This design comes from an exercise in tuning for small area and a short achievable clock period on the open sky130 flow, not from production work.
Only simulation tests tie the RTL to the original design; equivalence was not proved.
No activity file was given, so power comes from the tool's default toggle rates.

### design/flow/config.mk
export PLATFORM = sky130hd
export DESIGN_NAME = dcache_dm
export DESIGN_NICKNAME = dcache_dm
export VERILOG_FILES = /design/flow/design.v
export SDC_FILE = /design/flow/constraint.sdc
export NUM_CORES = 4
export LEC_CHECK = 0
export CAP_MARGIN = 20
export CORE_MARGIN = 2
export CORE_UTILIZATION = 30
export SLEW_MARGIN = 20
### design/flow/constraint.sdc
create_clock -name core_clock -period 6.5 [get_ports {CLK}]
set_input_delay 1.3000 -clock core_clock [delete_from_list [all_inputs] [get_ports {CLK}]]
set_output_delay 1.3000 -clock core_clock [all_outputs]
set_load 0.01 [all_outputs]
### design/flow/design.v
module dcache_dm (
  input  logic        CLK,
  input  logic        nRST,
  input  logic        halt,
  input  logic        dmemREN,
  input  logic        dmemWEN,
  input  logic        datomic,
  input  logic [31:0] dmemaddr,
  input  logic [31:0] dmemstore,
  output logic        dhit,
  output logic [31:0] dmemload,
  output logic        dREN,
  output logic        dWEN,
  output logic [31:0] daddr,
  output logic [31:0] dstore,
  input  logic        dwait,
  input  logic [31:0] dload,
  output logic        flushed
);
  typedef enum logic [3:0] {IDLE, WB0, WB1, LD0, LD1, FLUSH, FWB0, FWB1, DONE} state_t;
  state_t      state, next_state;
  logic [7:0]  valid, dirty;
  logic [25:0] tags   [8];
  logic [31:0] words0 [8];
  logic [31:0] words1 [8];
  logic [2:0]  cnt;
  logic [25:0] req_tag;
  logic [2:0]  req_idx;
  logic        req_off;
  logic        req, is_store, hit, do_write;
  logic [31:0] atomic_result;
  logic        unused_bits;
  assign req_tag     = dmemaddr[31:6];
  assign req_idx     = dmemaddr[5:3];
  assign req_off     = dmemaddr[2];
  assign req         = dmemREN | dmemWEN;
  assign is_store    = dmemWEN;
  assign hit         = (state == IDLE) && req && valid[req_idx] && (tags[req_idx] == req_tag);
  assign unused_bits = ^{dmemaddr[1:0], datomic};
  logic [31:0] link;
  logic        link_valid;
  logic        sc_ok;
  assign sc_ok         = link_valid && (link == dmemaddr);
  assign do_write      = hit && is_store && (!datomic || sc_ok);
  assign atomic_result = {31'b0, sc_ok};
  always_ff @(posedge CLK or negedge nRST) begin
    if (!nRST) begin
      link       <= '0;
      link_valid <= 1'b0;
    end else if (hit && !is_store && datomic) begin
      link       <= dmemaddr;
      link_valid <= 1'b1;
    end else if (do_write && (dmemaddr == link)) begin
      link_valid <= 1'b0;
    end
  end
  always_ff @(posedge CLK or negedge nRST) begin
    if (!nRST) state <= IDLE;
    else       state <= next_state;
  end
  always_comb begin
    next_state = state;
    case (state)
      IDLE: begin
        if (halt)        next_state = FLUSH;
        else if (req && !hit) next_state = dirty[req_idx] ? WB0 : LD0;
      end
      WB0:  if (!dwait) next_state = WB1;
      WB1:  if (!dwait) next_state = LD0;
      LD0:  if (!dwait) next_state = LD1;
      LD1:  if (!dwait) next_state = IDLE;
      FLUSH: begin
        if (dirty[cnt])        next_state = FWB0;
        else if (cnt == 3'd7)  next_state = DONE;
      end
      FWB0: if (!dwait) next_state = FWB1;
      FWB1: if (!dwait) next_state = (cnt == 3'd7) ? DONE : FLUSH;
      DONE: next_state = DONE;
      default: next_state = IDLE;
    endcase
  end
  always_comb begin
    dhit     = hit;
    dmemload = '0;
    dREN     = 1'b0;
    dWEN     = 1'b0;
    daddr    = '0;
    dstore   = '0;
    flushed  = 1'b0;
    case (state)
      IDLE: begin
        if (hit) begin
          if (is_store) dmemload = datomic ? atomic_result : '0;
          else          dmemload = req_off ? words1[req_idx] : words0[req_idx];
        end
      end
      WB0: begin
        dWEN   = 1'b1;
        daddr  = {tags[req_idx], req_idx, 1'b0, 2'b00};
        dstore = words0[req_idx];
      end
      WB1: begin
        dWEN   = 1'b1;
        daddr  = {tags[req_idx], req_idx, 1'b1, 2'b00};
        dstore = words1[req_idx];
      end
      LD0: begin
        dREN  = 1'b1;
        daddr = {req_tag, req_idx, 1'b0, 2'b00};
      end
      LD1: begin
        dREN  = 1'b1;
        daddr = {req_tag, req_idx, 1'b1, 2'b00};
      end
      FWB0: begin
        dWEN   = 1'b1;
        daddr  = {tags[cnt], cnt, 1'b0, 2'b00};
        dstore = words0[cnt];
      end
      FWB1: begin
        dWEN   = 1'b1;
        daddr  = {tags[cnt], cnt, 1'b1, 2'b00};
        dstore = words1[cnt];
      end
      DONE:    flushed = 1'b1;
      default: ;
    endcase
  end
  always_ff @(posedge CLK or negedge nRST) begin
    if (!nRST) begin
      valid <= '0;
      dirty <= '0;
      for (int i = 0; i < 8; i++) begin
        tags[i]   <= '0;
        words0[i] <= '0;
        words1[i] <= '0;
      end
    end else begin
      case (state)
        IDLE: begin
          if (do_write) begin
            if (req_off) words1[req_idx] <= dmemstore;
            else         words0[req_idx] <= dmemstore;
            dirty[req_idx] <= 1'b1;
          end
        end
        LD0: if (!dwait) words0[req_idx] <= dload;
        LD1: begin
          if (!dwait) begin
            words1[req_idx] <= dload;
            tags[req_idx]   <= req_tag;
            valid[req_idx]  <= 1'b1;
            dirty[req_idx]  <= 1'b0;
          end
        end
        FWB1:    if (!dwait) dirty[cnt] <= 1'b0;
        default: ;
      endcase
    end
  end
  always_ff @(posedge CLK or negedge nRST) begin
    if (!nRST) begin
      cnt <= '0;
    end else if ((state == FLUSH && !dirty[cnt]) || (state == FWB1 && !dwait)) begin
      if (cnt != 3'd7) cnt <= cnt + 3'd1;
    end
  end
endmodule
### design/flow/run.sh
#!/bin/bash
# synth_recipe.tcl (not shown) runs the flow's synth.tcl, then flattens the netlist and writes it again
# the make line also repeats each setting of config.mk as NAME=value (left out here)
make -C /OpenROAD-flow-scripts/flow DESIGN_CONFIG=/design/flow/config.mk WORK_HOME=/design/flow/orfs CLKGATE_MAP_FILE= SYNTH_SCRIPT=/design/flow/synth_recipe.tcl finish
==> key figures <==
Timing
  – Least-Margin Pin Slew: 1.17 ns
  – Fmax: 157 MHz
  – Setup WS post-layout: 0.127 ns
  – Crit share post-route: 0.980
  – Max_slew headroom: 0.221
  – Count of pins over their slew limit: 0
  – WHS: 0.451 ns
  – Endpoints failing setup: 0
  – Final Hold Fails: 0
  – RSZ-0062 raised after global routing: no
  – Crit path time final: 6.37 ns
  – Worst Clk Skew: 0.0435 ns

Synthesis
  – Synth warn: 4
  – Commonest cells post-synth: dfrtp_1, mux2_2, mux2_4
  – Post-synthesis xor/xnor area fraction: 0.00972
  – Mux share of post-synthesis cell area: 0.286
  – Post-synth top flop: dfrtp_1
  – Post-Syn Area: 43200 um2
  – Mean Syn Cell Area: 11.9 um2
  – Synth Area in Simple Gates: 0.0509
  – Post-Syn Instances: 3626
  – Post-synthesis compound-gate area fraction: 0.156
  – Yosys top cell area share: 0.449
  – Synth unique cells: 78
  – Post-synthesis sequential area ratio: 0.449
  – Top post-synthesis cells by area: dfrtp_1, mux2_2, mux2_4
  – Count leader, synth: dfrtp_1
  – EDFF count, synth: 0
  – Post-synth top area cell: dfrtp_1
  – Synth Area in Adders: 0.00405
  – Largest family of logic cells by synthesized area: multiplexers
  – Register bit total from synthesis: 776
  – FFs w/ async S/R, synth: 1.00

Route
  – DRC errors left: 0
  – Final ANT Viol Nets: 0
  – Drt initial violations: 5468
  – Average wire per standard cell: 28.8 um
  – Final wirelength: 166 mm
  – Vias per cell: 5.98
  – Drt pass-1 iters: 9
  – Routed via count: 34.6k

Setup path
  – Crit path top cell by count: buf_12
  – Arrival time worst endpoint: 5.07 ns
  – Critical Path, Cell by Cell: dlygate4sd2_1, inv_1, ha_1, ha_4, or4_4, buf_12, o21ai_1, a31oi_1, a221oi_2, nand4_1, nor4_4, nand3_2, buf_12, nor2_1, clkdlybuf4s50_1
  – Critical path endpoint category: output pin
  – CP max stage delay: 0.56 ns
  – Delay-heaviest family, CP: simple AND/OR/NAND/NOR gates
  – Slowest cell on crit path: or4_4
  – Req. time, crit path: 5.20 ns
  – Max FO, Critical Path: 31
  – Critical path type: in -> out
  – Worst Path Buf+Inv: 5
  – CP Launch Type: input pin

Clock network
  – Clock latency at the later pin of the worst-skew pair: 0.70 ns
  – CTS Root Cell: clkbuf_16
  – CTS sink count: 776
  – Clk slew on worst S/H paths: 0.06 ns
  – TritonCTS buffer count: 87
  – CTS tree: yes
  – Clock buffer depth: 3
  – CTS H-tree lvls: 3

Global routing
  – M1 GR Usage: 0.306
  – GRT Util Overall: 0.220
  – Largest net degree at the start of global routing: 152
  – Initial antenna violation count: 6
  – Vias in the first global route: 34.4k
  – GR Util met3: 0.0581
  – Routing usage on met2: 0.328
  – Total grt overflow: 0
  – Most heavily used metal layer in global routing: met2
  – First-pass GRT wire length: 243 mm

Layout
  – Multi-input logic area: 22300 um2
  – Register area: 19400 um2
  – Post-layout nets: 3918
  – Core Util, Final: 0.359
  – Share of cells above drive strength 1: 0.340
  – # fillers: 13.9k
  – Final Cell Area: 51400 um2
  – P&R area growth vs syn: 18.9%

Place
  – DP HPWL: 103 mm
  – Area post-placement: 48400 um2
  – Post-Place Setup Slack: -0.278 ns
  – Port buffer count: 200
  – Final GP Congestion: 0.901

Power and ir drop
  – Switching pwr: 7.84 mW
  – Power per cell area: 394 nW/um2
  – Logic pwr share: 0.390
  – Clock power frac: 0.255
  – P_int: 12.4 mW
  – Leak: 22.3 nW
  – Worst vdd ir: 0.000315 V
  – Flop pwr share: 0.355
  – Switching share of total power: 0.387

Die
  – Die width: 384 um
  – Initial Utilization: 0.302
  – Die height: 384 um
  – Core area: 143000 um2
  – Std-Cell Rows: 139
  – IO Count: 203
  – Die ar.: 147000 um2

Status
  – Outcome: complete, no violations

Run
  – MaxCap Viol Count: 0

Worst hold path
  – Worst min path class: reg -> reg
[state kept, by name, summed over array words and instances, names as in the netlist, named ones only]
| signal | count |
|---|---|
| words1 | 256 |
| words0 | 256 |
| link | 32 |
| link_valid | 1 |
| valid | 8 |
| state | 4 |
| tags | 208 |
| cnt | 3 |
[metrics by stage]
| stage | setup TNS (ns) | std cells | total power [mW] |
|---|---|---|---|
| finish | 0 | 5776 | 20.3 |
| global route | 0 | 5774 | 21.0 |
| CTS | 0 | 5774 | 20.1 |
| detailed placement | -7.74 | 5606 | 14.9 |
| global placement | -4.39 | 5605 | 14.8 |
| floorplan | 0 | 3627 | 11.3 |
[path summary, 6_finish.rpt]
| kind | start | end | slack, ns | cells after the start |
|---|---|---|---|---|
| worst max-delay path | dmemaddr[3] | dmemload[19] | 0.13 | 15 |
| worst min-delay path | valid[4] | valid[4] | 0.45 | 1 |
| worst max register to register | state[1] | words0[4][2] | 2.20 | 11 |
| worst min register to register | valid[4] | valid[4] | 0.45 | 1 |
| max in group asynchronous | nRST | words0[6][4] | 4.43 | 2 |
| min in group asynchronous | nRST | words0[3][24] | 0.67 | 1 |
[cell families after synthesis]
kind of cell,count (synthesis)
simple gates,507
buf+inv,362
mux,1026
other cells,1
fa+ha+maj,14
compound gates,892
flops,776
xor+xnor,48
[what timing repair did]
| action | in CTS | in global routing |
|---|---|---|
| pin swaps | 5 | 2 |
| hold buffers | 0 | 0 |
| setup buffers | 9 | 0 |
| endpoints found under the setup margin | 32 | 23 |
| resized for setup | 10 | 6 |
[power by group through the flow]
| stage | clock network (mW) | logic, mW | registers (mW) |
|---|---|---|---|
| CTS | 5.24 | 7.72 | 7.13 |
| floorplan | 0 | 4.43 | 6.83 |
| detailed placement | 0 | 7.67 | 7.20 |
| global placement | 0 | 7.61 | 7.17 |
| finish | 5.17 | 7.89 | 7.19 |
| global route | 5.44 | 8.25 | 7.34 |
[per-layer routing]
metal	vias up	share of wire
met1	17723	0.42
met5	-	0.00023
met4	6	0.033
li1	14224	-
met3	378	0.11
met2	2222	0.43
[placed cells by master (no fill, tap or decap), types with 115 or more instances in the layout]
| cell | n |
|---|---|
| clkdlybuf4s50_1 | 183 |
| buf_4 | 167 |
| a22oi_1 | 232 |
| dfrtp_1 | 775 |
| nand2_1 | 196 |
| nor2_1 | 193 |
| a21oi_1 | 115 |
| mux2_4 | 240 |
| a222oi_1 | 147 |
| mux2_2 | 639 |
[area by class of cell]
class                      instances  share of cell area
antenna                            2           0.0000973
clock buffer                     123              0.0485
clock inverter                    36             0.00944
inverter                          29             0.00212
multi-input combinational       2489               0.433
sequential                       776               0.378
tap                             1903              0.0463
timing repair buffer             418              0.0834

[port drivers added, routing unchanged]
The flow's constraints put no driver on any port. The routed layout listed below was extracted and timed again, unchanged, in two steps. Step 1 sets driving cells, clkbuf_16 on the clock port and buf_2 on the other inputs (assumed; they add their load-dependent delay and slew). Step 2 times the ports against the registers' clock, not the clock port: input delays grow and output delays shrink by t, the midpoint of the rising clock arrivals with the driver on. Three values: ideal ports, drivers, drivers and shift; two values: the first two.
t (ns): 0.739
slack for setup (ns): 0.127 / 0.072 / 0.072
worst hold slack (ns): 0.451 / 0.451 / 0.451
clock arrival spread, ns: 0.046 / 0.046
After both steps this run still meets setup and hold. The setup slack of this run moves by -0.055 ns with the drivers and by -0.055 ns with both steps.
